Source: an optimization exercise on an open RTL-to-GDS flow (aim: small area and a short achievable clock period). Production flows keep margins and buffers that such runs may drop.
In this exercise RTL edits were held to simulation tests only and were not proved equivalent to the original.
Power and IR drop assume default switching activity.

File: flow/design.v
`default_nettype none
package tcq_pkg;
  localparam int RING_DEPTH = 64;
  localparam int SLOT_COUNT = 16;
  localparam logic [2:0] ST_ENQUEUED  = 3'd0;
  localparam logic [2:0] ST_COALESCED = 3'd1;
  localparam logic [2:0] ST_DROPPED   = 3'd2;
  localparam logic [2:0] ST_DEQUEUED  = 3'd3;
  localparam logic [2:0] ST_EMPTY     = 3'd4;
  localparam logic [2:0] ST_REJECTED  = 3'd5;
endpackage
`default_nettype wire
`default_nettype none
module tcq_ring_mem (
  input  wire logic        clk,
  input  wire logic [63:0] we,        
  input  wire logic [19:0] wr_data,
  input  wire logic [63:0] rd_sel,    
  output logic      [19:0] rd_lo,     
  output logic      [19:0] rd_hi      
);
  logic [19:0] mem [64];
  for (genvar i = 0; i < 64; i++) begin : g_row
    always_ff @(posedge clk) begin
      if (we[i]) mem[i] <= wr_data;
    end
  end
  always_comb begin
    rd_lo = '0;
    rd_hi = '0;
    for (int i = 0; i < 32; i++) begin
      rd_lo = rd_lo | (mem[i] & {20{rd_sel[i]}});
      rd_hi = rd_hi | (mem[i + 32] & {20{rd_sel[i + 32]}});
    end
  end
endmodule
`default_nettype wire
`default_nettype none
module two_class_tx_queue (
  input  wire logic        clk,
  input  wire logic        rst_n,
  input  wire logic        in_tvalid,
  output logic             in_tready,
  input  wire logic [23:0] in_tdata,    
  input  wire logic [2:0]  in_tuser,    
  output logic             out_tvalid,
  input  wire logic        out_tready,
  output logic [31:0]      out_tdata,   
  output logic [3:0]       out_tuser    
);
  logic s1_valid_r, out_valid_r;
  logic free_r;    
  logic hold, fire;
  assign hold      = out_valid_r & ~out_tready;
  assign fire      = s1_valid_r & ~hold;
  assign in_tready = free_r | out_tready;
  logic s1_valid_nxt, out_valid_nxt;
  assign s1_valid_nxt  = rst_n & (in_tready ? in_tvalid : s1_valid_r);
  assign out_valid_nxt = rst_n & (hold ? out_valid_r : s1_valid_r);
  always_ff @(posedge clk) begin
    s1_valid_r  <= s1_valid_nxt;
    out_valid_r <= out_valid_nxt;
    free_r      <= ~(s1_valid_nxt & out_valid_nxt);
  end
  logic        f_enq_ring, f_enq_slot, f_deq, f_req, f_nop;
  logic [15:0] s1_swe_oh;    
  logic [3:0]  s1_slot;
  logic [15:0] s1_tag;
  logic f_deq_nxt, f_req_nxt;
  assign f_deq_nxt = in_tready ? (in_tuser[1:0] == 2'd1) : f_deq;
  assign f_req_nxt = in_tready ? (in_tuser[1:0] == 2'd2) : f_req;
  always_ff @(posedge clk) begin
    f_deq <= f_deq_nxt;
    f_req <= f_req_nxt;
    if (!rst_n) s1_swe_oh <= '0;
    else if (in_tready) s1_swe_oh <= (in_tvalid & (in_tuser[1:0] == 2'd0) & in_tuser[2]) ? 16'd1 << in_tdata[3:0] : 16'd0;
    if (in_tready) begin
      f_enq_ring <= (in_tuser[1:0] == 2'd0) & ~in_tuser[2];
      f_enq_slot <= (in_tuser[1:0] == 2'd0) & in_tuser[2];
      f_nop      <= (in_tuser[1:0] == 2'd3);
      s1_slot    <= in_tdata[3:0];
      s1_tag     <= in_tdata[19:4];
    end
  end
  logic [63:0] head_oh;
  logic [7:0]  thi_oh, tlo_oh;    
  logic [6:0]  cnt_r;
  logic        empty_r;
  logic [6:0]  depth_r, depth_p1_r, depth_m1_r;    
  logic [15:0] pend_r;
  logic        rdeq_r, rreq_r;
  logic [7:0]  rqh_r, wthi_r;
  logic [7:0]  hhi_oh, hlo_oh;    
  logic        pany_r, ipend_r;
  logic full;
  assign full = cnt_r[6];
  logic pend_any;
  assign pend_any = pany_r;
  logic idx_pend;
  assign idx_pend = ipend_r;
  logic [63:0] ring_we;
  for (genvar i = 0; i < 64; i++) begin : g_we
    assign ring_we[i] = (rqh_r[i / 8] & hlo_oh[i % 8]) | (wthi_r[i / 8] & tlo_oh[i % 8]);
  end
  logic [19:0] ring_rd_lo, ring_rd_hi;
  tcq_ring_mem u_ring (
    .clk     (clk),
    .we      (ring_we),
    .wr_data ({s1_slot, s1_tag}),
    .rd_sel  (head_oh),
    .rd_lo   (ring_rd_lo),
    .rd_hi   (ring_rd_hi)
  );
  logic [15:0] slot_tag_r [16];
  for (genvar i = 0; i < 16; i++) begin : g_slot
    always_ff @(posedge clk) begin
      if (s1_swe_oh[i]) slot_tag_r[i] <= s1_tag;
    end
  end
  logic [15:0] low_oh;
  always_comb begin
    for (int j = 0; j < 16; j++) begin
      low_oh[j] = pend_r[j] & ~|(pend_r & ((16'd1 << j) - 16'd1));
    end
  end
  logic [15:0] slot_rd;
  logic [3:0]  pick;
  always_comb begin
    slot_rd = '0;
    pick    = '0;
    for (int j = 0; j < 16; j++) begin
      slot_rd = slot_rd | (slot_tag_r[j] & {16{low_oh[j]}});
      pick    = pick | (4'(j) & {4{low_oh[j]}});
    end
  end
  logic slot_deq, any_deq, ring_enq, ring_inc, inc;
  assign slot_deq = f_deq & empty_r & pend_any;
  assign any_deq  = rdeq_r | slot_deq;
  assign ring_enq = f_enq_ring & ~full;
  assign ring_inc = ring_enq | rreq_r;
  assign inc      = ring_inc | (f_enq_slot & ~idx_pend);
  logic [2:0] status;
  assign status[0] = (f_enq_slot & idx_pend) | any_deq | (f_req & full);
  assign status[1] = (f_enq_ring & full) | any_deq;
  assign status[2] = (f_deq & empty_r & ~pend_any) | (f_req & full) | f_nop;
  logic [6:0] cnt_nxt;
  logic       empty_nxt;
  always_comb begin
    cnt_nxt   = cnt_r;
    empty_nxt = empty_r;
    if (!rst_n) begin
      cnt_nxt   = '0;
      empty_nxt = 1'b1;
    end else if (fire) begin
      if (ring_inc) begin
        cnt_nxt   = cnt_r + 7'd1;
        empty_nxt = 1'b0;
      end else if (rdeq_r) begin
        cnt_nxt   = cnt_r - 7'd1;
        empty_nxt = (cnt_r == 7'd1);
      end
    end
  end
  logic [63:0] head_nxt;
  logic [7:0]  thi_nxt, tlo_nxt;
  logic [6:0]  depth_nxt, depth_p1_nxt, depth_m1_nxt;
  logic [15:0] pend_nxt;
  logic        pany_nxt, ipend_nxt;
  logic multi;
  always_comb begin
    multi = 1'b0;
    for (int j = 1; j < 16; j++) begin
      multi = multi | (pend_r[j] & |(pend_r & ((16'd1 << j) - 16'd1)));
    end
  end
  logic [15:0] in_idx_oh;
  assign in_idx_oh = 16'd1 << in_tdata[3:0];
  logic p_in, lower_in, eq_in;
  assign p_in     = |(pend_r & in_idx_oh);
  assign lower_in = |(pend_r & (in_idx_oh - 16'd1));
  assign eq_in    = |(s1_swe_oh & in_idx_oh);    
  always_comb begin
    head_nxt     = head_oh;
    thi_nxt      = thi_oh;
    tlo_nxt      = tlo_oh;
    depth_nxt    = depth_r;
    depth_p1_nxt = depth_p1_r;
    depth_m1_nxt = depth_m1_r;
    pend_nxt     = pend_r;
    pany_nxt     = pany_r;
    ipend_nxt    = ipend_r;
    if (!rst_n) begin
      head_nxt     = 64'd1;
      thi_nxt      = 8'd1;
      tlo_nxt      = 8'd1;
      depth_nxt    = '0;
      depth_p1_nxt = 7'd1;
      depth_m1_nxt = 7'h7f;
      pend_nxt     = '0;
      pany_nxt     = 1'b0;
      ipend_nxt    = 1'b0;
    end else begin
      if (fire) begin
        if (rdeq_r) head_nxt = {head_oh[62:0], head_oh[63]};
        else if (rreq_r) head_nxt = {head_oh[0], head_oh[63:1]};
        if (ring_enq) begin
          tlo_nxt = {tlo_oh[6:0], tlo_oh[7]};
          if (tlo_oh[7]) thi_nxt = {thi_oh[6:0], thi_oh[7]};
        end
        if (inc) begin
          depth_nxt    = depth_p1_r;
          depth_p1_nxt = depth_p1_r + 7'd1;
          depth_m1_nxt = depth_r;
        end else if (any_deq) begin
          depth_nxt    = depth_m1_r;
          depth_p1_nxt = depth_r;
          depth_m1_nxt = depth_m1_r - 7'd1;
        end
        pend_nxt = (pend_r | s1_swe_oh) & ~(slot_deq ? low_oh : 16'd0);
        pany_nxt = f_enq_slot | (slot_deq ? multi : pany_r);
      end
      if (in_tready) begin
        ipend_nxt = fire ? ((p_in | (f_enq_slot & eq_in)) & ~(slot_deq & p_in & ~lower_in))
                         : p_in;
      end
    end
  end
  logic [7:0] hhi_nxt, hlo_nxt;
  always_comb begin
    hhi_nxt = hhi_oh;
    hlo_nxt = hlo_oh;
    if (!rst_n) begin
      hhi_nxt = 8'h80;
      hlo_nxt = 8'h80;
    end else if (fire) begin
      if (rdeq_r) begin
        hlo_nxt = {hlo_oh[6:0], hlo_oh[7]};
        if (hlo_oh[7]) hhi_nxt = {hhi_oh[6:0], hhi_oh[7]};
      end else if (rreq_r) begin
        hlo_nxt = {hlo_oh[0], hlo_oh[7:1]};
        if (hlo_oh[0]) hhi_nxt = {hhi_oh[0], hhi_oh[7:1]};
      end
    end
  end
  always_ff @(posedge clk) begin
    cnt_r      <= cnt_nxt;
    hhi_oh     <= hhi_nxt;
    hlo_oh     <= hlo_nxt;
    empty_r    <= empty_nxt;
    head_oh    <= head_nxt;
    thi_oh     <= thi_nxt;
    tlo_oh     <= tlo_nxt;
    depth_r    <= depth_nxt;
    depth_p1_r <= depth_p1_nxt;
    depth_m1_r <= depth_m1_nxt;
    pend_r     <= pend_nxt;
    pany_r     <= pany_nxt;
    ipend_r    <= ipend_nxt;
    rdeq_r     <= f_deq_nxt & ~empty_nxt;
    rreq_r     <= f_req_nxt & ~cnt_nxt[6];
    for (int k = 0; k < 8; k++) begin
      rqh_r[k]  <= f_req_nxt & ~cnt_nxt[6] & hhi_nxt[k];
      wthi_r[k] <= ~f_req_nxt & ~cnt_nxt[6] & thi_nxt[k];
    end
  end
  logic [2:0]  res_status;
  logic        res_kn;
  logic [19:0] res_a, res_b;    
  logic res_clr;
  assign res_clr = ~rst_n | (~s1_valid_r & ~hold);
  always_ff @(posedge clk) begin
    if (res_clr) begin
      res_status <= '0;
      res_kn     <= 1'b0;
      res_a      <= '0;
      res_b      <= '0;
    end else if (fire) begin
      res_status <= status;
      res_kn     <= slot_deq;
      res_a      <= rdeq_r ? ring_rd_lo : (slot_deq ? {pick, slot_rd} : 20'd0);
      res_b      <= rdeq_r ? ring_rd_hi : 20'd0;
    end
  end
  logic [19:0] res_ts;
  assign res_ts = res_a | res_b;
  assign out_tvalid = out_valid_r;
  assign out_tdata  = {5'b0, depth_r, res_ts};
  assign out_tuser  = {res_kn, res_status};
endmodule
`default_nettype wire
File: flow/run.sh
#!/bin/bash
# synth_recipe.tcl (not shown) runs the flow's synth.tcl, then flattens the netlist and writes it again
# the make line also repeats each setting of config.mk as NAME=value (left out here)
make -C /OpenROAD-flow-scripts/flow DESIGN_CONFIG=/design/flow/config.mk WORK_HOME=/design/flow/orfs CLKGATE_MAP_FILE= SYNTH_SCRIPT=/design/flow/synth_recipe.tcl finish
File: flow/config.mk
export PLATFORM = sky130hd
export DESIGN_NAME = two_class_tx_queue
export DESIGN_NICKNAME = two_class_tx_queue
export VERILOG_FILES = /design/flow/design.v
export SDC_FILE = /design/flow/constraint.sdc
export NUM_CORES = 4
export LEC_CHECK = 0
export ABC_CLOCK_PERIOD_IN_PS = 2000
export CAP_MARGIN = 20
export CORE_MARGIN = 2
export CORE_UTILIZATION = 70
export CTS_CLUSTER_DIAMETER = 80
export CTS_CLUSTER_SIZE = 30
export SETUP_SLACK_MARGIN = 1.7
export SLEW_MARGIN = 20
export TNS_END_PERCENT = 100
File: flow/constraint.sdc
create_clock -name core_clock -period 4.0 [get_ports {clk}]
set_input_delay 0.8000 -clock core_clock [delete_from_list [all_inputs] [get_ports {clk}]]
set_output_delay 0.8000 -clock core_clock [all_outputs]
set_load 0.01 [all_outputs]
==> results_dict.tcl, run 1 <==
set metrics [dict create \
    cts_root_buf "clkbuf_16" \
    antenna_found_initial 7 \
    fmax_mhz 432.7 \
    die_area_um2 97680 \
    p_leak_nw 22.18 \
    cp_max_fo 1 \
    reg2reg_slack_ns 1.69 \
    m1WireLength_um 69990 \
    ys.flop_type "edfxtp_1" \
    worst_ir_drop_vdd_v 0.0003778 \
    nFillCells 5453 \
    path_class "flop to flop" \
    yosysSeqAreaShare 0.7705 \
    die_h_um 312.5 \
    die_w_um 312.5 \
    area_growth_syn_to_layout_pct 8.626 \
    hold_violations 0 \
    viasPerCell 7.759 \
    reg2reg_depth 5 \
    cp_data_arrival_time_ns 2.89 \
    netlist_instances 4223 \
    ys_ff_latch 1785 \
    initial_utilization 0.7034 \
    end_kind "flop" \
    globalplace.congestion 0.8911 \
    max_slew.worst_pin.slew_ns 1.196 \
    dp_hpwl_um 118300 \
    avgSynthCellArea_um2 15.78 \
    wl_met2_um 91530 \
    regToRegStartpoint "u_ring.mem[3][19]" \
    wl_um 207700 \
    final_core_util 0.7641 \
    layout_commonest_cell "edfxtp_1" \
    hold_depth 1 \
    fin_nets 4295 \
    fin_crit_ns 2.311 \
    clock_latency_ns 0.71 \
    grt_pass1_wl_um 289400 \
    clock-sinks 1785 \
    setup_viol 0 \
    fin_setup_tns_ns 0 \
    grt_max_degree 85 \
    timing.rr.end "res_a[19]" \
    cts_tree "done" \
    met3_length_um 35040 \
    yosys_warnings 4 \
    drtIter0Drc 8796 \
    holdPathEnd "res_a[4]" \
    max_slew_margin 0.2018 \
    numCtsBuffers 70 \
    postCtsHoldBufs 0 \
    worstHoldPathType "flop to flop" \
    overflow 0 \
    portBuffers 59 \
    wl_per_cell_um 37.29 \
    htreeDepth 3 \
    core_um2 94730 \
    first_global_vias 40650 \
    synth_cell_types 77 \
    final_cell_mix "1559 x edfxtp_1, 676 x a22oi_1, 197 x nor2_1" \
    drcViolationCount 0 \
    rsz0062_at_grt "yes" \
    first_pass_iters 8 \
    hold_path_startpoint "res_a[4]" \
    syn-cell-area_um2 66640 \
    num_rows 113 \
    timing.final.crit_share 0.5777 \
    powerDensity_nw_per_um2 432.8 \
    vias 43220 \
    top_layer "met5" \
    layout-drive-gt1-share 0.1297 \
    drv_slew 0 \
    track_usage 0.4216 \
    antenna_left 0 \
    cap_violations 0 \
    start_kind "flop" \
    async_flop_share 0 \
    synth_edf_count 1559 \
    outcome "no timing/DRC/antenna violations" \
    clk_pin_slew_ns 0.11 \
    crit_required_ns 4.58 \
    skew_ns 0.04583 \
    clock_path_buffers 3 \
    ios 69 \
]
==> stage by stage <==
stage / worst slack (ns) / cells / hold slack, ns / instance area, um2 / power, mW
floorplan: 1.602 / 4227 / 0.4276 / 66700 / 21.76
detailed placement: 0.6991 / 5419 / 0.4431 / 69150 / 22.67
CTS: 1.507 / 5555 / 0.4679 / 71950 / 31.17
finish: 1.689 / 5570 / 0.4675 / 72380 / 31.33
global route: 1.573 / 5567 / 0.5024 / 72380 / 31.94
global placement: 0.7115 / 5418 / 0.4471 / 69130 / 22.61
==> cells in the mapped netlist, drive strengths merged, types with 8 or more instances <==
library cell | number | share of area
a2111oi | 12 | 0.0017
a211oi | 85 | 0.0096
a21o | 9 | 0.0010
a21oi | 124 | 0.0093
a221oi | 18 | 0.0024
a22o | 74 | 0.0097
a22oi | 677 | 0.076
a2bb2oi | 8 | 0.0011
a311oi | 10 | 0.0013
a31oi | 23 | 0.0022
a32oi | 19 | 0.0025
and2 | 21 | 0.0020
and3 | 26 | 0.0024
and4 | 9 | 0.0012
buf | 44 | 0.0032
clkbuf | 264 | 0.015
dfxtp | 226 | 0.068
edfxtp | 1559 | 0.70
inv | 16 | 0.00090
mux2i | 77 | 0.012
nand2 | 145 | 0.0082
nand2b | 10 | 0.00094
nand3 | 38 | 0.0029
nand3b | 20 | 0.0023
nand4 | 165 | 0.015
nor2 | 206 | 0.012
nor2b | 22 | 0.0021
nor3 | 42 | 0.0034
nor3b | 10 | 0.0011
nor4 | 47 | 0.0047
o211ai | 9 | 0.0010
o21ai | 62 | 0.0047
o22ai | 30 | 0.0028
o31ai | 11 | 0.0012
or2 | 21 | 0.0020
or4 | 9 | 0.0011
==> logic make-up after synthesis <==
kind of cell | count (synthesis) | share of synthesized area
buffers and inverters | 326 | 0.01913
AOI/OAI and AO/OA | 1202 | 0.1310
other | 1 | 0.00005628
muxes | 81 | 0.01224
and+or+nand+nor | 815 | 0.06499
xor gates and xnor gates | 6 | 0.0007888
DFF | 1785 | 0.7705
adders and majority gates | 7 | 0.001296
==> worst max-delay path: stages, from the launching register on <==
cell	delay, ns
edfxtp_1	0.41
a22o_1	0.27
a221oi_1	0.36
nand4_1	0.52
o31ai_4	0.52
a21oi_1	0.12
==> metal layers <==
layer,vias to the layer above,track usage
li1,17140,-
met1,21270,0.5934
met2,4131,0.6222
met3,676,0.1208
met4,8,0.1927
met5,-,0
==> final cells by class <==
cell class              count  area [um2]  share of cell area
flip-flops and latches   1785       51530              0.7119
multi-input cells        2116       14850              0.2051
repair buffers            266        2247             0.03105
clock buffers             108        1989             0.02748
well taps                1265        1583             0.02187
clock inverters             8       88.84            0.001227
inverters                  18       85.08            0.001175
diodes                      3       7.507           0.0001037
repair inverters            1       5.005          0.00006914
==> registers in the layout, indices dropped and copies added, names as in the netlist, 8 cells and up <==
signal and flops:
hlo_oh 8, res_a 20, u_ring.mem 1280, s1_tag 16, s1_swe_oh 16, head_oh 64
wthi_r 8, slot_tag_r 256, hhi_oh 8, pend_r 16, rqh_r 8, tlo_oh 8
thi_oh 8, res_b 20
==> where the power goes <==
group	leakage, nW	internal, mW	switching [mW]
logic	5.22	0.521	1.20
clock network	0.996	3.53	5.38
registers	16.0	20.4	0.335
==> how the worst max path moves through the flow <==
| stage | to | slack, ns | start | depth (start not counted) |
|---|---|---|---|---|
| finish | res_a[19] | 1.69 | u_ring.mem[3][19] | 5 |
| global route | res_b[2] | 1.57 | head_oh[35] | 8 |
| CTS | res_a[2] | 1.51 | head_oh[20] | 5 |
| detailed placement | res_a[2] | 0.70 | pend_r[1] | 6 |
| global placement | ipend_r | 0.71 | in_tdata[2] | 9 |
| floorplan | ipend_r | 1.60 | in_tdata[2] | 11 |
==> what timing repair did <==
action	CTS	global route
setup buffers	18	10
gates cloned	2	0
gates resized for setup	256	81
pin swaps	19	22
setup endpoints to repair	112	73
==> run 2, diff against run 1 <==
--- a/flow/config.mk
+++ b/flow/config.mk
@@ -8,9 +8,9 @@
 export ABC_CLOCK_PERIOD_IN_PS = 2000
 export CAP_MARGIN = 20
 export CORE_MARGIN = 2
-export CORE_UTILIZATION = 70
+export CORE_UTILIZATION = 60
 export CTS_CLUSTER_DIAMETER = 80
 export CTS_CLUSTER_SIZE = 30
-export SETUP_SLACK_MARGIN = 1.7
+export SETUP_SLACK_MARGIN = 1.9
 export SLEW_MARGIN = 20
 export TNS_END_PERCENT = 100
==> results_dict.tcl, run 2 <==
set metrics [dict create \
    p_switching_mw 7.263 \
    placed_cells 5682 \
    fin_setup_tns_ns 0 \
    initial_utilization 0.6038 \
    clk_pin_slew_ns 0.12 \
    ios 69 \
    yosys_warnings 4 \
    seq_power_share 0.644 \
    yosysTopAreaCell "edfxtp_1" \
    numCtsBuffers 72 \
    first_global_vias 40140 \
    max_slew_margin 0.2133 \
    path_class "flop to flop" \
    worst-path-stages 6 \
    track_usage 0.3889 \
    outcome "no timing/DRC/antenna violations" \
    path_cells "or4_4 > a2111oi_4 > nand4bb_4 > or4_4 > a221oi_4 > o22ai_1" \
    clock-sinks 1785 \
    layout_commonest_cell "edfxtp_1" \
    yosysMostFrequentCell "edfxtp_1" \
    drcViolationCount 0 \
    die_w_um 337.3 \
    fin_nets 4494 \
    portBuffers 59 \
    wl_per_cell_um 37.72 \
    synth_cell_types 77 \
    core_um2 110400 \
    comb_power_share 0.062 \
    cts_root_buf "clkbuf_16" \
    p_leak_nw 23.58 \
    vias 44110 \
    viasPerCell 7.344 \
    overflow 0 \
    cap_violations 0 \
    largest-register "u_ring.mem" \
    clock_path_buffers 3 \
    layout-drive-gt1-share 0.1889 \
    powerDensity_nw_per_um2 423.2 \
    avgSynthCellArea_um2 15.78 \
    die_area_um2 113700 \
    antenna_found_initial 10 \
    reg_top3 "u_ring.mem x1280, slot_tag_r x256, head_oh x64" \
    antenna_left 0 \
    cp_data_arrival_time_ns 2.97 \
    power.share.clock 0.294 \
    nFillCells 7354 \
    worstHoldPathType "flop to flop" \
    synth_edf_count 1559 \
    dp_hpwl_um 124400 \
    htreeDepth 3 \
    hold_violations 0 \
    yosysSeqAreaShare 0.7705 \
    postCtsHoldBufs 0 \
    skew_ns 0.03724 \
    largest_register_ffs 1280 \
    cts_tree "done" \
    end_kind "flop" \
    worst_ir_drop_vdd_v 0.0004016 \
    die_h_um 337.3 \
    yosys-top-cells-area "edfxtp_1 70%, a22oi_1 7.6%, dfxtp_1 6.8%, nand4_1 1.5%, clkbuf_1 1.5%" \
    drtIter0Drc 8447 \
    final_cell_mix "1559 x edfxtp_1, 661 x a22oi_1, 319 x buf_4" \
    first_pass_iters 8 \
    grt_pass1_wl_um 306000 \
    globalplace.congestion 0.9107 \
    timing.final.crit_share 0.5893 \
    drv_slew 0 \
    intPower_mw 24.75 \
    p_sw_frac 0.2269 \
    async_flop_share 0 \
    whs_ns 0.4699 \
    wl_um 226500 \
    syn-cell-area_um2 66640 \
    area_growth_syn_to_layout_pct 13.52 \
    fmax_mhz 424.2 \
    clock_latency_ns 0.71 \
    hold_depth 1 \
    worst_path_dominant_cell_family "simple AND/OR/NAND/NOR gates" \
    fin_crit_ns 2.357 \
    rsz0062_at_grt "yes" \
    netlist_instances 4223 \
    synth.top_cell.area_share 0.7026 \
    grt_max_degree 81 \
    reg2reg_depth 6 \
    setup_viol 0 \
    max_slew.worst_pin.slew_ns 1.178 \
    yosys-top-cells-count "1559 x edfxtp_1, 677 x a22oi_1, 264 x clkbuf_1" \
    num_rows 122 \
    cp_max_fo 7 \
    start_kind "flop" \
    ys_ff_latch 1785 \
    crit_required_ns 4.61 \
    cp_slowest_cell "or4_4" \
    cp_slowest_stage_delay_ns 0.60 \
    stdcell_count 6006 \
    cp_common_cell "or4_4" \
    ys.flop_type "edfxtp_1" \
    crit_buf_inv 0 \
]
run 2: cell types whose count changed in the layout (fill, tap and decap cells not counted), sizes merged:
cell           previous run  this run
clkinv                    5         3
clkinvlp                  3         4
dlygate4sd2              14         3
clkdlybuf4s15             0         3
diode                     3         2
dlymetal6s2s              1         0
clkbuf                  108       120
bufbuf                    1         3
clkdlybuf4s50            23        20
buf                     227       432
inv                      18        26
run 2: worst register-to-register path, cell delays in order (launching register included):
cell and delay [ns]:
dfxtp_4 0.40, or4_4 0.60, a2111oi_4 0.55, nand4bb_4 0.30, or4_4 0.21, a221oi_4 0.05, o22ai_1 0.16
run 2: final timing paths:
check / from / endpoint / slack (ns)
worst max-delay path: pend_r[0] / res_a[7] / 1.64
worst min-delay path: res_a[4] / res_a[4] / 0.47
worst max register to register: pend_r[0] / res_a[7] / 1.64
worst min register to register: res_a[4] / res_a[4] / 0.47
run 2: final cells by class:
type,count,area [um2],share of cell area
clock inverters,15,173.9,0.002299
inverters,18,80.08,0.001059
clock buffers,118,2079,0.02749
diodes,2,5.005,0.00006616
repair buffers,463,4379,0.05789
well taps,1488,1862,0.02461
flip-flops and latches,1785,51680,0.6832
repair inverters,1,5.005,0.00006616
multi-input cells,2116,15380,0.2033
run 2: repair_timing:
item / in CTS / in global routing
endpoints found under the setup margin: 242 / 174
pin swaps: 72 / 78
setup buffers: 113 / 65
cloned: 5 / 4
resized for setup: 495 / 133
run 2: logic make-up (layout without fill, tap and decap cells):
kind of cell / after synthesis / count (layout) / synth area share
simple gates: 815 / 815 / 0.06499
flops: 1785 / 1785 / 0.7705
other cells: 1 / 7 / 0.00005628
fa+ha+maj: 7 / 7 / 0.001296
mux: 81 / 81 / 0.01224
compound gates: 1202 / 1202 / 0.1310
xor+xnor: 6 / 6 / 0.0007888
buf+inv: 326 / 615 / 0.01913
run 2: per-stage QoR:
| step | total power, mW | cell area [um2] | setup slack (ns) | util |
|---|---|---|---|---|
| floorplan | 21.77 | 66730 | 1.602 | - |
| global placement | 22.68 | 69700 | 0.7733 | 0.6315 |
| detailed placement | 22.74 | 69730 | 0.7110 | 0.6318 |
| CTS | 31.87 | 74430 | 1.711 | 0.6744 |
| global route | 32.70 | 75640 | 1.622 | 0.6854 |
| finish | 32.01 | 75640 | 1.643 | 0.6854 |
run 2: layer usage:
metal | up-vias | wire length, um | track usage
li1 | 17560 | - | -
met1 | 22360 | 82730 | 0.5676
met2 | 3661 | 101000 | 0.5905
met3 | 523 | 33190 | 0.08426
met4 | 8 | 9582 | 0.1252
met5 | - | 51 | 0
run 2: power by group through the flow:
stage	combinational [mW]	sequential, mW	clock (mW)
5_1_grt	2.04	20.6	10.0
2_1_floorplan	0.768	21.0	0
6_report	1.99	20.6	9.40
3_5_place_dp	1.60	21.1	0
3_3_place_gp	1.55	21.1	0
4_1_cts	1.81	20.6	9.41
==> run 3, diff against run 2 <==
--- a/flow/config.mk
+++ b/flow/config.mk
@@ -8,9 +8,9 @@
 export ABC_CLOCK_PERIOD_IN_PS = 2000
 export CAP_MARGIN = 20
 export CORE_MARGIN = 2
-export CORE_UTILIZATION = 60
-export CTS_CLUSTER_DIAMETER = 80
+export CORE_UTILIZATION = 78
+export CTS_CLUSTER_DIAMETER = 70
 export CTS_CLUSTER_SIZE = 30
-export SETUP_SLACK_MARGIN = 1.9
+export SETUP_SLACK_MARGIN = 1.7
 export SLEW_MARGIN = 20
 export TNS_END_PERCENT = 100
==> results_dict.tcl, run 3 <==
set metrics [dict create \
    drv_slew 0 \
    first_global_vias 42540 \
    layout_commonest_cell "edfxtp_1" \
    hold_violations 0 \
    avgSynthCellArea_um2 15.78 \
    yosys_warnings 4 \
    portBuffers 59 \
    path_cells "clkdlybuf4s50_1 > buf_6 > inv_4 > buf_12 > a211oi_1" \
    area_growth_syn_to_layout_pct 9.060 \
    initial_utilization 0.7851 \
    placed_cells 5292 \
    worst_ir_drop_vdd_v 0.0004131 \
    core_um2 84880 \
    skew_ns 0.03623 \
    num_rows 107 \
    fin_nets 4318 \
    timing.rr.end "u_ring.mem[29][2]" \
    worstHoldPathType "flop to flop" \
    viasPerCell 8.236 \
    crit_required_ns 4.54 \
    clock_latency_ns 0.70 \
    powerDensity_nw_per_um2 436.1 \
    syn-cell-area_um2 66640 \
    max_slew_margin 0.1969 \
    largest-register "u_ring.mem" \
    layout-drive-gt1-share 0.1351 \
    reg2reg_slack_ns 1.58 \
    cts_root_buf "clkbuf_16" \
    outcome "no timing/DRC/antenna violations" \
    regToRegStartpoint "hlo_oh[5]" \
    yosysTopAreaCell "edfxtp_1" \
    synth_cell_types 77 \
    wl_met2_um 91940 \
    worstSetupEndpoint "head_oh[36]" \
    first_pass_iters 10 \
    dp_hpwl_um 116000 \
    setup_viol 0 \
    m1WireLength_um 64940 \
    end_kind "flop" \
    die_area_um2 87780 \
    track_usage 0.4797 \
    yosys-top-cells-area "edfxtp_1 70%, a22oi_1 7.6%, dfxtp_1 6.8%, nand4_1 1.5%, clkbuf_1 1.5%" \
    vias 45180 \
    start_kind "input port" \
    path_class "input port to flop" \
    drtIter0Drc 10280 \
    async_flop_share 0 \
    antenna_left 0 \
    cp_max_fo 88 \
    numCtsBuffers 72 \
    final_cell_mix "1559 x edfxtp_1, 677 x a22oi_1, 199 x buf_4" \
    top_layer "met5" \
    postCtsHoldBufs 0 \
    rsz0062_at_grt "yes" \
    yosysMostFrequentCell "edfxtp_1" \
    fin_setup_tns_ns 0 \
    largest_register_ffs 1280 \
    cp_slowest_stage_delay_ns 0.77 \
    globalplace.congestion 0.9193 \
    clock_path_buffers 3 \
    p_leak_nw 22.41 \
    stdcell_count 5485 \
    crit_path_start "rst_n" \
    cap_violations 0 \
    max_slew.worst_pin.slew_ns 1.203 \
    ys_ff_latch 1785 \
    cts_tree "done" \
    wl_per_cell_um 39.13 \
    netlist_instances 4223 \
    reg2reg_depth 2 \
    grt_max_degree 147 \
    die_w_um 296.3 \
    antenna_found_initial 8 \
    clock-sinks 1785 \
    ys.flop_type "edfxtp_1" \
    met3_length_um 42710 \
    synth_edf_count 1559 \
    timing.final.crit_share 0.6061 \
    overflow 0 \
    yosys-top-cells-count "1559 x edfxtp_1, 677 x a22oi_1, 264 x clkbuf_1" \
    ios 69 \
    grt_pass1_wl_um 292200 \
    synth.top_cell.area_share 0.7026 \
    cp_data_arrival_time_ns 2.96 \
    die_h_um 296.3 \
    wl_um 214600 \
    clk_pin_slew_ns 0.11 \
    htreeDepth 3 \
    fin_crit_ns 2.424 \
    cp_slowest_cell "clkdlybuf4s50_1" \
    drcViolationCount 0 \
    fmax_mhz 412.5 \
    yosysSeqAreaShare 0.7705 \
    reg_top3 "u_ring.mem x1280, slot_tag_r x256, head_oh x64" \
]
## run 3: logic make-up after synthesis
group,count (synthesis),synth area share
fa+ha+maj,7,0.001296
mux,81,0.01224
simple gates,815,0.06499
flops,1785,0.7705
other cells,1,0.00005628
buf+inv,326,0.01913
compound gates,1202,0.1310
xor+xnor,6,0.0007888
## run 3: stage by stage
step                cell area (um2)  power [mW]  hold slack (ns)  setup WS [ns]  utilization
CTS                           71970       31.34           0.4898          1.633       0.8479
global placement              68920       22.57           0.4594         0.7288       0.8120
global route                  72660       32.13           0.5060          1.634       0.8561
finish                        72670       31.69           0.4891          1.576       0.8562
detailed placement            68930       22.65           0.4690         0.7081       0.8121
floorplan                     66700       21.76           0.4276          1.602            -
## run 3: where the power goes
part	switching, mW	total (mW)	internal, mW
clock	5.48	9.19	3.71
sequential	0.348	20.7	20.4
combinational	1.26	1.80	0.537
## run 3: area by class of cell
cell class | instances | area [um2]
sequential | 1785 | 51560
multi-input combinational | 2118 | 14950
fill | 3714 | 12210
timing repair buffer | 285 | 2415
clock buffer | 119 | 2083
tap | 1144 | 1431
clock inverter | 12 | 148.9
inverter | 18 | 77.57
antenna | 3 | 7.507
timing repair inverter | 1 | 5.005
## run 3: how the worst min path moves through the flow
stage / depth (start not counted) / endpoint / slack [ns] / start
floorplan: 1 / res_a[1] / 0.43 / res_a[1]
global placement: 2 / thi_oh[5] / 0.46 / thi_oh[5]
detailed placement: 2 / res_b[13] / 0.47 / res_b[13]
CTS: 2 / thi_oh[6] / 0.49 / thi_oh[6]
global route: 2 / thi_oh[5] / 0.51 / thi_oh[5]
finish: 2 / thi_oh[5] / 0.49 / thi_oh[5]
## run 3: worst max-delay path, delay by kind of cell
family	cells	cell delay (ns)
buffers and inverters	4	1.53
AOI/OAI and AO/OA	1	0.47
## run 3: routing by layer
metal / vias up / GRT usage
met1: 21430 / 0.6340
met2: 5353 / 0.6934
met4: 12 / 0.2554
li1: 17190 / -
met3: 1188 / 0.1927
met5: - / 0.004989
## run 3: repair_timing
action | CTS | global route
pin swaps | 16 | 27
gates resized for setup | 278 | 90
endpoints found under the setup margin | 195 | 111
cloned | 2 | 3
buffers inserted | 20 | 31
==> run 4, diff against run 3 <==
--- a/flow/config.mk
+++ b/flow/config.mk
@@ -8,9 +8,10 @@
 export ABC_CLOCK_PERIOD_IN_PS = 2000
 export CAP_MARGIN = 20
 export CORE_MARGIN = 2
-export CORE_UTILIZATION = 78
+export CORE_UTILIZATION = 70
 export CTS_CLUSTER_DIAMETER = 70
 export CTS_CLUSTER_SIZE = 30
+export PLACE_DENSITY = 0.85
 export SETUP_SLACK_MARGIN = 1.7
 export SLEW_MARGIN = 20
 export TNS_END_PERCENT = 100
==> results_dict.tcl, run 4 <==
set metrics [dict create \
    cap_violations 0 \
    fin_area_um2 72580 \
    p_sw_frac 0.2266 \
    track_usage 0.4243 \
    grt_use_met1 0.5508 \
    clk_pin_slew_ns 0.11 \
    wl_per_cell_um 37.91 \
    yosysTopAreaCell "edfxtp_1" \
    powerDensity_nw_per_um2 440.9 \
    stdcell_count 5588 \
    largest_register_ffs 1280 \
    grt_pass1_wl_um 292900 \
    placement.cell_area_um2 69150 \
    placed_cells 5422 \
    timing.final.ws_setup_ns 1.637 \
    drv_slew 0 \
    start_kind "flop" \
    first_pass_iters 8 \
    core_um2 94730 \
    netlist_instances 4223 \
    largest-register "u_ring.mem" \
    max_slew.worst_pin.slew_ns 1.274 \
    cp_data_arrival_time_ns 2.80 \
    grt-busiest-layer "met2" \
    fin_setup_tns_ns 0 \
    yosys_warnings 4 \
    postCtsHoldBufs 0 \
    fin_nets 4304 \
    dp_hpwl_um 114900 \
    total_power_mw 32.00 \
    setup_viol 0 \
    power.share.clock 0.302 \
    layout-drive-gt1-share 0.1289 \
    cts_root_buf "clkbuf_16" \
    antenna_found_initial 5 \
    drcViolationCount 0 \
    fmax_mhz 423.1 \
    clock_path_buffers 3 \
    wl_um 211800 \
    seq_power_share 0.646 \
    reg_top3 "u_ring.mem x1280, slot_tag_r x256, head_oh x64" \
    clock_latency_ns 0.73 \
    num_rows 113 \
    yosys-top-cells-count "1559 x edfxtp_1, 677 x a22oi_1, 264 x clkbuf_1" \
    end_kind "flop" \
    numCtsBuffers 76 \
    yosys-top-cells-area "edfxtp_1 70%, a22oi_1 7.6%, dfxtp_1 6.8%, nand4_1 1.5%, clkbuf_1 1.5%" \
    met3_usage 0.1740 \
    final_core_util 0.7662 \
    viasPerCell 7.987 \
    outcome "no timing/DRC/antenna violations" \
    skew_ns 0.05201 \
    cts_tree "done" \
    drtIter0Drc 10040 \
    portBuffers 59 \
    first_global_vias 41650 \
    ys.flop_type "edfxtp_1" \
    worst_ir_drop_vdd_v 0.0004902 \
    synth_edf_count 1559 \
    rsz0062_at_grt "yes" \
    die_h_um 312.5 \
    overflow 0 \
    htreeDepth 3 \
    ios 69 \
    fin_crit_ns 2.363 \
    hold_violations 0 \
    p_switching_mw 7.252 \
    yosysSeqAreaShare 0.7705 \
    cp_max_fo 14 \
    layout_commonest_cell "edfxtp_1" \
    comb_power_share 0.052 \
    final_cell_mix "1559 x edfxtp_1, 677 x a22oi_1, 198 x nor2_1" \
    met2_usage 0.6184 \
    max_slew_margin 0.1505 \
    async_flop_share 0 \
    p_leak_nw 22.31 \
    synth.top_cell.area_share 0.7026 \
    path_class "flop to flop" \
    synth_cell_types 77 \
    pre_cts_ws_ns 0.7237 \
    area_growth_syn_to_layout_pct 8.921 \
    antenna_left 0 \
    globalplace.congestion 0.9227 \
    timing.final.crit_share 0.5909 \
    die_w_um 312.5 \
    avgSynthCellArea_um2 15.78 \
    die_area_um2 97680 \
    worstHoldPathType "flop to flop" \
    whs_ns 0.4823 \
    syn-cell-area_um2 66640 \
    intPower_mw 24.75 \
    yosysMostFrequentCell "edfxtp_1" \
    crit_required_ns 4.44 \
    vias 44630 \
    initial_utilization 0.7034 \
    grt_max_degree 117 \
    ys_ff_latch 1785 \
    clock-sinks 1785 \
]
run 4: repair_timing:
action | in CTS | in global routing
cloned | 0 | 1
buffers inserted | 19 | 11
gates resized for setup | 264 | 81
setup endpoints to repair | 112 | 93
pin swaps | 23 | 18
run 4: worst max-delay path: stages (launching register included):
cell     delay, ns
dfxtp_1       0.63
a22o_1        1.08
buf_4         0.36
run 4: worst paths after layout:
path	end	depth (start not counted)	start	slack (ns)
setup reg to reg	u_ring.mem[60][9]	2	hlo_oh[4]	1.64
hold reg to reg	thi_oh[7]	2	thi_oh[7]	0.48
setup / recovery	u_ring.mem[60][9]	2	hlo_oh[4]	1.64
hold / removal	thi_oh[7]	2	thi_oh[7]	0.48
run 4: cell type report:
cell class	instances	area, um2
clock buffers	105	2083
inverters	18	75.07
clock inverters	28	346.6
well taps	1265	1583
diodes	1	2.502
fillers	4932	22150
multi-input cells	2116	14610
flip-flops and latches	1785	51550
repair buffers	270	2331
run 4: power by group through the flow:
stage	Sequential, mW	Clock [mW]	Combinational, mW
after global placement	21.1	0	1.43
final	20.7	9.67	1.67
after floorplan	21.0	0	0.767
after CTS	20.6	9.54	1.53
after detailed placement	21.1	0	1.50
after global routing	20.7	10.1	1.71
run 4: cell families after synthesis:
logic type,Yosys count,synth area share
mux,81,0.01224
other cells,1,0.00005628
simple gates,815,0.06499
xor+xnor,6,0.0007888
compound gates,1202,0.1310
flops,1785,0.7705
fa+ha+maj,7,0.001296
buf+inv,326,0.01913
run 4: metal layers:
metal,wire [um],share of wire
met5,38,0.00018
met4,15010,0.071
met3,41860,0.20
met2,91440,0.43
met1,63480,0.30
==> run 5, diff against run 4 <==
--- a/flow/config.mk
+++ b/flow/config.mk
@@ -9,9 +9,8 @@
 export CAP_MARGIN = 20
 export CORE_MARGIN = 2
 export CORE_UTILIZATION = 70
-export CTS_CLUSTER_DIAMETER = 70
+export CTS_CLUSTER_DIAMETER = 80
 export CTS_CLUSTER_SIZE = 30
-export PLACE_DENSITY = 0.85
-export SETUP_SLACK_MARGIN = 1.7
+export SETUP_SLACK_MARGIN = 1.8
 export SLEW_MARGIN = 20
 export TNS_END_PERCENT = 100
==> results_dict.tcl, run 5 <==
set metrics [dict create \
    outcome "no timing/DRC/antenna violations" \
    cts_root_buf "clkbuf_16" \
    crit_required_ns 4.60 \
    num_rows 113 \
    drv_slew 0 \
    ys_ff_latch 1785 \
    wl_per_cell_um 38.41 \
    cp_slowest_cell "or4_4" \
    fin_nets 4357 \
    wl_um 216600 \
    hold_path_startpoint "res_kn" \
    end_kind "flop" \
    syn-cell-area_um2 66640 \
    yosys-top-cells-count "1559 x edfxtp_1, 677 x a22oi_1, 264 x clkbuf_1" \
    reg_top3 "u_ring.mem x1280, slot_tag_r x256, head_oh x64" \
    start_kind "flop" \
    hold_depth 2 \
    largest-register "u_ring.mem" \
    cp_max_fo 7 \
    fmax_mhz 424.9 \
    die_h_um 312.5 \
    ios 69 \
    crit_buf_inv 2 \
    rsz0062_at_grt "yes" \
    timing.final.crit_share 0.5884 \
    synthAdderAreaFrac 0.001296 \
    die_area_um2 97680 \
    yosys-top-cells-area "edfxtp_1 70%, a22oi_1 7.6%, dfxtp_1 6.8%, nand4_1 1.5%, clkbuf_1 1.5%" \
    path_class "flop to flop" \
    drcViolationCount 0 \
    yosysSeqAreaShare 0.7705 \
    grt_max_degree 100 \
    final_cell_mix "1559 x edfxtp_1, 673 x a22oi_1, 215 x buf_4" \
    cts_tree "done" \
    synthSimpleGateAreaFrac 0.06499 \
    netlist_instances 4223 \
    synth_cell_types 77 \
    reg2reg_slack_ns 1.65 \
    overflow 0 \
    cp_data_arrival_time_ns 2.95 \
    clock_latency_ns 0.70 \
    avgSynthCellArea_um2 15.78 \
    synth_compound_area_frac 0.1310 \
    antenna_left 0 \
    grt_pass1_wl_um 297100 \
    synth_top_family_by_area "compound AO/OA/AOI/OAI gates" \
    max_slew_margin 0.1776 \
    yosysMostFrequentCell "edfxtp_1" \
    fin_area_um2 73570 \
    async_flop_share 0 \
    holdPathEnd "res_kn" \
    viasPerCell 7.793 \
    largest_register_ffs 1280 \
    area_growth_syn_to_layout_pct 10.41 \
    powerDensity_nw_per_um2 426.7 \
    core_um2 94730 \
    initial_utilization 0.7034 \
    skew_ns 0.03044 \
    layout-drive-gt1-share 0.1518 \
    first_global_vias 41080 \
    synth.top_cell.area_share 0.7026 \
    placement.cell_area_um2 69040 \
    dp_hpwl_um 116700 \
    first_pass_iters 9 \
    nFillCells 5193 \
    path_cells "buf_12 > or4_4 > buf_6 > nor3_4 > o21ai_1 > nand4_1 > nor2b_1 > o22ai_1" \
    die_w_um 312.5 \
    max_slew.worst_pin.slew_ns 1.234 \
    worst_ir_drop_vdd_v 0.0003847 \
    clock-sinks 1785 \
    htreeDepth 3 \
    reg2reg_depth 8 \
    worst_path_dominant_cell_family "simple AND/OR/NAND/NOR gates" \
    whs_ns 0.4870 \
    setup_viol 0 \
    cp_slowest_stage_delay_ns 0.54 \
    antenna_found_initial 5 \
    fin_crit_ns 2.354 \
    vias 43950 \
    clock_path_buffers 3 \
    regToRegStartpoint "pend_r[0]" \
    hold_violations 0 \
    clk_pin_slew_ns 0.12 \
    worst-path-stages 8 \
    track_usage 0.4329 \
    fin_setup_tns_ns 0 \
    drtIter0Drc 9540 \
    ys.flop_type "edfxtp_1" \
    timing.rr.end "res_a[15]" \
    p_leak_nw 22.64 \
    layout_commonest_cell "edfxtp_1" \
    yosysTopAreaCell "edfxtp_1" \
    final_core_util 0.7767 \
    cap_violations 0 \
    synthMuxAreaShare 0.01224 \
    yosys_warnings 4 \
    worstHoldPathType "flop to flop" \
    synth-xor-area-share 0.0007886 \
    numCtsBuffers 70 \
    synth_edf_count 1559 \
    portBuffers 59 \
    globalplace.congestion 0.9011 \
]
-- run 5: metrics by stage --
step | worst slack, ns | power, mW | std cells
floorplan | 1.602 | 21.76 | 4227
global placement | 0.7093 | 22.59 | 5405
detailed placement | 0.7431 | 22.66 | 5406
CTS | 1.534 | 31.14 | 5574
global route | 1.614 | 31.97 | 5633
finish | 1.646 | 31.40 | 5640
-- run 5: cells by family (layout without fill, tap and decap cells) --
kind of cell,after synthesis,after routing
flip-flops,1785,1785
other,1,12
AND/OR/NAND/NOR,815,815
buffers and inverters,326,467
adder cells (fa/ha/maj),7,7
XOR/XNOR,6,6
AO/OA/AOI/OAI,1202,1202
multiplexers,81,81
-- run 5: metal layers --
metal	share of wire	global-route usage	wire, um
met5	0.00060	0	130
met4	0.051	0.1706	11130
met2	0.44	0.6439	95270
met1	0.33	0.6133	71780
met3	0.18	0.1285	38320
-- run 5: worst max path at each step --
stage | startpoint | endpoint
finish | pend_r[0] | res_a[15]
global route | pend_r[0] | res_a[15]
CTS | out_tready | in_tready
detailed placement | in_tdata[3] | ipend_r
global placement | in_tdata[3] | ipend_r
floorplan | in_tdata[2] | ipend_r
-- run 5: repair_timing --
item / CTS / global route
gates cloned: 1 / 0
hold buffers: 0 / 0
pin swaps: 42 / 51
setup endpoints to repair: 174 / 161
buffers inserted: 47 / 57
resized for setup: 359 / 106
-- run 5: final cells by class --
type	instances	area (um2)	area share
Sequential cell	1785	51630	0.7018
Multi-Input combinational cell	2116	15090	0.2051
Timing Repair Buffer	328	3117	0.04236
Clock buffer	115	1984	0.02697
Tap cell	1265	1583	0.02151
Inverter	18	82.58	0.001122
Clock inverter	5	58.81	0.0007993
Antenna cell	7	17.52	0.0002381
Timing Repair inverter	1	5.005	0.00006802
-- run 5: report_power, final --
part | switching (mW) | internal [mW]
clock | 5.38 | 3.50
sequential | 0.337 | 20.3
combinational | 1.27 | 0.566
-- run 5: worst register-to-register path: cells and delay by family, from the launching register on --
kind	cells	cell delay [ns]
DFF	1	0.40
buffers and inverters	2	0.31
AOI/OAI and AO/OA	2	0.35
and+or+nand+nor	4	1.20
==> run 6, diff against run 5 <==
==> flow/config.mk (replaced) <==
export PLATFORM = sky130hd
export DESIGN_NAME = two_class_tx_queue
export DESIGN_NICKNAME = two_class_tx_queue
export VERILOG_FILES = /design/flow/design.v
export SDC_FILE = /design/flow/constraint.sdc
export NUM_CORES = 4
export LEC_CHECK = 0
export ABC_CLOCK_PERIOD_IN_PS = 1800
export CAP_MARGIN = 20
export CORE_MARGIN = 2
export CORE_UTILIZATION = 72
export CTS_CLUSTER_DIAMETER = 80
export CTS_CLUSTER_SIZE = 30
export SETUP_SLACK_MARGIN = 1.7
export SLEW_MARGIN = 20
export TNS_END_PERCENT = 100
==> results_dict.tcl, run 6 <==
set metrics [dict create \
    hold_depth 2 \
    numCtsBuffers 70 \
    largest_register_ffs 1280 \
    yosys-top-cells-count "1559 x edfxtp_1, 677 x a22oi_1, 264 x clkbuf_1" \
    fmax_mhz 418.2 \
    worst_ir_drop_vdd_v 0.0005311 \
    reg_top3 "u_ring.mem x1280, slot_tag_r x256, head_oh x64" \
    p_sw_frac 0.2204 \
    avgSynthCellArea_um2 15.78 \
    start_kind "flop" \
    vias 43800 \
    skew_ns 0.04451 \
    intPower_mw 24.42 \
    multi_input_area_um2 14770 \
    wl_um 209000 \
    stdcell_count 5518 \
    timing.final.ws_setup_ns 1.609 \
    reg2reg_depth 7 \
    die_w_um 308.2 \
    num_rows 111 \
    cp_data_arrival_time_ns 2.97 \
    p_leak_nw 22.30 \
    clk_pin_slew_ns 0.12 \
    placed_cells 5340 \
    holdPathEnd "thi_oh[3]" \
    grt_pass1_wl_um 290100 \
    pre_cts_ws_ns 0.6950 \
    fin_crit_ns 2.391 \
    clock-sinks 1785 \
    synth_cell_types 77 \
    syn-cell-area_um2 66640 \
    area_growth_syn_to_layout_pct 8.675 \
    powerDensity_nw_per_um2 432.6 \
    power.share.clock 0.285 \
    ys.flop_type "edfxtp_1" \
    synth_edf_count 1559 \
    fin_nets 4321 \
    cts_root_buf "clkbuf_16" \
    core_um2 91660 \
    final_core_util 0.7900 \
    hold_violations 0 \
    max_slew.worst_pin.slew_ns 1.201 \
    met3_length_um 37820 \
    wl_per_cell_um 37.87 \
    yosysTopAreaCell "edfxtp_1" \
    largest-register "u_ring.mem" \
    track_usage 0.4376 \
    regArea_um2 51550 \
    portBuffers 59 \
    yosysMostFrequentCell "edfxtp_1" \
    wl_met2_um 91980 \
    die_area_um2 95000 \
    cts_tree "done" \
    dp_hpwl_um 116100 \
    seq_power_share 0.662 \
    drtIter0Drc 9529 \
    final_cell_mix "1559 x edfxtp_1, 676 x a22oi_1, 209 x buf_4" \
    max_slew_margin 0.1985 \
    reg2reg_slack_ns 1.61 \
    antenna_left 0 \
    htreeDepth 3 \
    ys_ff_latch 1785 \
    die_h_um 308.2 \
    hold_path_startpoint "thi_oh[3]" \
    worstHoldPathType "flop to flop" \
    end_kind "flop" \
    rsz0062_at_grt "yes" \
    m1WireLength_um 68350 \
    overflow 0 \
    nFillCells 4922 \
    viasPerCell 7.937 \
    timing.final.crit_share 0.5978 \
    layout_commonest_cell "edfxtp_1" \
    fin_setup_tns_ns 0 \
    regToRegStartpoint "pend_r[7]" \
    first_global_vias 40970 \
    clock_path_buffers 3 \
    path_class "flop to flop" \
    p_switching_mw 6.906 \
    clock_latency_ns 0.71 \
    setup_viol 0 \
    async_flop_share 0 \
    grt_max_degree 147 \
    globalplace.congestion 0.9139 \
    crit_required_ns 4.58 \
    outcome "no timing/DRC/antenna violations" \
    timing.rr.end "res_a[12]" \
    netlist_instances 4223 \
    first_pass_iters 9 \
    yosysSeqAreaShare 0.7705 \
    yosys_warnings 4 \
    ios 69 \
    top_layer "met5" \
    crit_path_start "pend_r[7]" \
    drcViolationCount 0 \
    synth.top_cell.area_share 0.7026 \
    cp_max_fo 7 \
    cap_violations 0 \
    antenna_found_initial 4 \
    yosys-top-cells-area "edfxtp_1 70%, a22oi_1 7.6%, dfxtp_1 6.8%, nand4_1 1.5%, clkbuf_1 1.5%" \
    initial_utilization 0.7270 \
    drv_slew 0 \
    layout-drive-gt1-share 0.1337 \
    comb_power_share 0.053 \
]
==> run 6: cell counts after synthesis <==
No cell type changed its count.
==> run 6: final cells by class <==
type / instances / share of cell area
Antenna cell: 3 / 0.0001037
Multi-Input combinational cell: 2117 / 0.2040
Timing Repair Buffer: 291 / 0.03369
Clock buffer: 110 / 0.02759
Sequential cell: 1785 / 0.7119
Clock inverter: 7 / 0.001140
Tap cell: 1186 / 0.02049
Inverter: 18 / 0.001037
Timing Repair inverter: 1 / 0.00006911
==> run 6: logic make-up after synthesis <==
logic type	count (synthesis)	synth area share
AOI/OAI and AO/OA	1202	0.1310
xor gates and xnor gates	6	0.0007888
adders and majority gates	7	0.001296
buffers and inverters	326	0.01913
DFF	1785	0.7705
muxes	81	0.01224
other	1	0.00005628
and+or+nand+nor	815	0.06499
==> run 6: timing repair <==
action	in CTS	in global routing
endpoints found under the setup margin	101	74
pin swaps	16	22
cloned	2	1
hold buffers	0	0
buffers inserted	22	32
resized for setup	245	81
==> run 6: worst max-delay path by stage <==
stage           endpoint
2_1_floorplan    ipend_r
3_3_place_gp     ipend_r
3_5_place_dp   res_a[14]
4_1_cts         res_a[8]
5_1_grt           pany_r
6_report       res_a[12]
==> run 6: layer usage <==
layer	vias up	GRT usage
met5	-	0
met4	6	0.1907
met3	722	0.1334
met2	4447	0.6437
met1	21440	0.6156
li1	17180	-
==> run 6: power groups by stage <==
| stage | sequential, mW | combinational [mW] | clock, mW |
|---|---|---|---|
| CTS | 20.7 | 1.55 | 8.86 |
| global placement | 21.1 | 1.43 | 0 |
| finish | 20.7 | 1.67 | 8.93 |
| global route | 20.7 | 1.74 | 9.43 |
| floorplan | 21.0 | 0.767 | 0 |
| detailed placement | 21.1 | 1.49 | 0 |
==> run 6: metrics by stage <==
stage | hold WS, ns | power (mW) | instance area (um2)
after detailed placement | 0.4642 | 22.64 | 69000
after floorplan | 0.4276 | 21.76 | 66700
after global placement | 0.4593 | 22.57 | 69000
final | 0.4910 | 31.33 | 72420
after global routing | 0.5129 | 31.89 | 72410
after CTS | 0.4787 | 31.13 | 71730
==> run 6: worst max-delay path: stages, from the launching register on <==
cell       delay [ns]
dfxtp_1          0.51
or4_4            0.29
buf_4            0.15
a2111oi_2        0.04
nand4bb_4        0.27
or4_1            0.62
a221oi_1         0.27
o22ai_1          0.11
==> run 7, diff against run 6 <==
==> flow/flow/run.sh (new file) <==
#!/bin/bash
# The standard layout (standard.sh), with the port buffers made from
# buf_4 cells instead of the cell buffer_ports picks by default.
# make's output goes to standard.log; ORFS keeps each step's log in orfs/logs.
export BUFFER_PORTS_ARGS="-buffer_cell sky130_fd_sc_hd__buf_4"
bash standard.sh > standard.log 2>&1
==> flow/standard.sh (new file) <==
#!/bin/bash
# synth_recipe.tcl (not shown) runs the flow's synth.tcl, then flattens the netlist and writes it again
# the make line also repeats each setting of config.mk as NAME=value (left out here)
make -C /OpenROAD-flow-scripts/flow DESIGN_CONFIG=/design/flow/config.mk WORK_HOME=/design/flow/orfs CLKGATE_MAP_FILE= SYNTH_SCRIPT=/design/flow/synth_recipe.tcl "${@:-finish}"
--- a/flow/config.mk
+++ b/flow/config.mk
@@ -5,10 +5,10 @@
 export SDC_FILE = /design/flow/constraint.sdc
 export NUM_CORES = 4
 export LEC_CHECK = 0
-export ABC_CLOCK_PERIOD_IN_PS = 1800
+export ABC_CLOCK_PERIOD_IN_PS = 2000
 export CAP_MARGIN = 20
 export CORE_MARGIN = 2
-export CORE_UTILIZATION = 72
+export CORE_UTILIZATION = 70
 export CTS_CLUSTER_DIAMETER = 80
 export CTS_CLUSTER_SIZE = 30
 export SETUP_SLACK_MARGIN = 1.7
removed: flow/run.sh
==> results_dict.tcl, run 7 <==
set metrics [dict create \
    stdcell_count 5541 \
    largest_register_ffs 1280 \
    reg2reg_depth 6 \
    setup_viol 0 \
    wl_per_cell_um 37.46 \
    globalplace.congestion 0.9041 \
    grt_pass1_wl_um 288100 \
    htreeDepth 3 \
    grt_max_degree 148 \
    yosysSeqAreaShare 0.7705 \
    drcViolationCount 0 \
    ios 69 \
    layout-drive-gt1-share 0.1275 \
    synth.top_cell.area_share 0.7026 \
    total_power_mw 31.51 \
    holdPathEnd "s1_tag[7]" \
    powerDensity_nw_per_um2 437.1 \
    die_h_um 312.5 \
    timing.final.ws_setup_ns 1.652 \
    vias 43100 \
    synth_cell_types 77 \
    layout_commonest_cell "edfxtp_1" \
    skew_ns 0.02605 \
    core_um2 94730 \
    yosys-top-cells-area "edfxtp_1 70%, a22oi_1 7.6%, dfxtp_1 6.8%, nand4_1 1.5%, clkbuf_1 1.5%" \
    largest-register "u_ring.mem" \
    overflow 0 \
    path_class "flop to flop" \
    timing.rr.end "res_a[1]" \
    wl_um 207600 \
    drtIter0Drc 8544 \
    die_w_um 312.5 \
    track_usage 0.4209 \
    yosys_warnings 4 \
    hold_path_startpoint "in_tdata[11]" \
    fin_setup_tns_ns 0 \
    clk_pin_slew_ns 0.11 \
    synth_edf_count 1559 \
    clock_path_buffers 3 \
    async_flop_share 0 \
    first_pass_iters 6 \
    p_leak_nw 22.02 \
    yosysMostFrequentCell "edfxtp_1" \
    numCtsBuffers 71 \
    timing.final.crit_share 0.5869 \
    start_kind "flop" \
    first_global_vias 40120 \
    yosysTopAreaCell "edfxtp_1" \
    fin_crit_ns 2.348 \
    cap_violations 0 \
    cts_root_buf "clkbuf_16" \
    antenna_found_initial 3 \
    worst_ir_drop_vdd_v 0.0005800 \
    end_kind "flop" \
    rsz0062_at_grt "yes" \
    antenna_left 0 \
    portBuffers 59 \
    area_growth_syn_to_layout_pct 8.179 \
    ys_ff_latch 1785 \
    initial_utilization 0.7034 \
    cts_tree "done" \
    placed_cells 5389 \
    worstHoldPathType "input port to flop" \
    yosys-top-cells-count "1559 x edfxtp_1, 677 x a22oi_1, 264 x clkbuf_1" \
    fin_area_um2 72090 \
    dp_hpwl_um 114000 \
    clock-sinks 1785 \
    final_cell_mix "1559 x edfxtp_1, 677 x a22oi_1, 215 x buf_4" \
    placement.cell_area_um2 68760 \
    ys.flop_type "edfxtp_1" \
    postCtsHoldBufs 0 \
    reg_top3 "u_ring.mem x1280, slot_tag_r x256, head_oh x64" \
    nFillCells 5520 \
    clock_latency_ns 0.70 \
    viasPerCell 7.779 \
    whs_ns 0.2680 \
    drv_slew 0 \
    netlist_instances 4223 \
    crit_required_ns 4.59 \
    hold_violations 0 \
    avgSynthCellArea_um2 15.78 \
    max_slew_margin 0.2045 \
    syn-cell-area_um2 66640 \
    pre_cts_ws_ns 0.8282 \
    reg2reg_slack_ns 1.65 \
    crit_path_start "head_oh[29]" \
    fmax_mhz 425.9 \
    cp_data_arrival_time_ns 2.94 \
    max_slew.worst_pin.slew_ns 1.192 \
    final_core_util 0.7610 \
    num_rows 113 \
    die_area_um2 97680 \
    fin_nets 4267 \
    regToRegStartpoint "head_oh[29]" \
    outcome "no timing/DRC/antenna violations" \
    cp_max_fo 14 \
    hold_depth 1 \
]
run 7: final cells by class:
| cell class | instances | area (um2) | area share |
|---|---|---|---|
| inverters | 18 | 76.32 | 0.001059 |
| clock buffers | 106 | 2024 | 0.02808 |
| repair buffers | 236 | 1958 | 0.02716 |
| diodes | 2 | 5.005 | 0.00006943 |
| clock inverters | 11 | 140.1 | 0.001944 |
| well taps | 1265 | 1583 | 0.02196 |
| flip-flops and latches | 1785 | 51530 | 0.7149 |
| repair inverters | 1 | 5.005 | 0.00006943 |
| multi-input cells | 2117 | 14760 | 0.2048 |
run 7: repair_timing:
action / in CTS / in global routing
setup buffers: 14 / 11
pin swaps: 9 / 15
endpoints found under the setup margin: 97 / 63
cloned: 3 / 2
resized for setup: 150 / 56
run 7: per-layer routing:
metal / vias to the layer above / global-route usage / wire (um)
met3: 622 / 0.1209 / 34220
li1: 17070 / - / -
met5: - / 0 / 28
met4: 4 / 0.1779 / 10710
met1: 21270 / 0.5943 / 70660
met2: 4134 / 0.6258 / 91930
run 7: cell families (layout without fill, tap and decap cells):
logic type,Yosys count,in the layout,synth area share
DFF,1785,1785,0.7705
AOI/OAI and AO/OA,1202,1203,0.1310
and+or+nand+nor,815,815,0.06499
buffers and inverters,326,372,0.01913
muxes,81,81,0.01224
adders and majority gates,7,7,0.001296
xor gates and xnor gates,6,6,0.0007888
other,1,7,0.00005628
run 7: power breakdown:
group	switching [mW]	internal, mW	leakage, nW	total, mW
registers	0.388	20.4	16.0	20.7
logic	1.13	0.495	5.01	1.63
clock network	5.45	3.69	1.05	9.14
run 7: how the worst max path moves through the flow:
stage                     end  slack [ns]  cells after the start
global route        res_a[15]        1.63                      6
CTS                 res_a[18]        1.51                      6
finish               res_a[1]        1.65                      6
floorplan             ipend_r        1.60                     11
global placement    res_a[18]        0.83                      7
detailed placement  res_a[18]        0.83                      7
run 7: worst max-delay path, cell delays in order, from the launching register on:
cell and delay, ns:
dfxtp_2 0.46, buf_4 0.31, a22oi_1 0.22, nand4_1 0.20
nor4_4 0.69, nor3_1 0.10, a211o_1 0.26

==> what the ideal ports hide <==
No port has a modelled driver above. Below, the same layouts with a new extraction and two added sets of constraints. Step 1 (the two cells are an assumption about what drives the block):
set clk [get_ports {clk}]
set_driving_cell -lib_cell sky130_fd_sc_hd__clkbuf_16 $clk
set_driving_cell -lib_cell sky130_fd_sc_hd__buf_2 [delete_from_list [all_inputs] $clk]
Step 2, shift: input delay + t, output delay - t, t = (earliest + latest rising clock arrival at the registers) / 2. This alone moves slack from input paths to output paths. a / b / c = ideal / step 1 / step 2; a / b = the first two.
run | shift t [ns] | setup WS [ns] | worst setup path after step 2 | clock arrival spread, ns | worst register clock-pin slew, ns
run 1 | 0.762 | 1.689 / 1.650 / 1.062 | input to register | 0.050 / 0.049 | 0.12 / 0.12
run 2 | 0.772 | 1.643 / 1.637 / 1.225 | input to register | 0.040 / 0.039 | 0.12 / 0.12
run 3 | 0.754 | 1.576 / 1.580 / 0.873 | input to register | 0.047 / 0.048 | 0.12 / 0.12
run 4 | 0.784 | 1.637 / 1.584 / 1.049 | input to register | 0.055 / 0.055 | 0.12 / 0.12
run 5 | 0.760 | 1.646 / 1.646 / 1.141 | input to register | 0.034 / 0.034 | 0.12 / 0.12
run 6 | 0.759 | 1.609 / 1.609 / 1.109 | input to register | 0.046 / 0.046 | 0.12 / 0.12
run 7 | 0.768 | 1.652 / 1.644 / 1.257 | input to register | 0.029 / 0.029 | 0.11 / 0.11
After both steps every run listed still meets setup and hold. For run 3, which loses most, drivers alone change the setup slack by +0.004 ns; drivers and shift together by -0.703 ns.
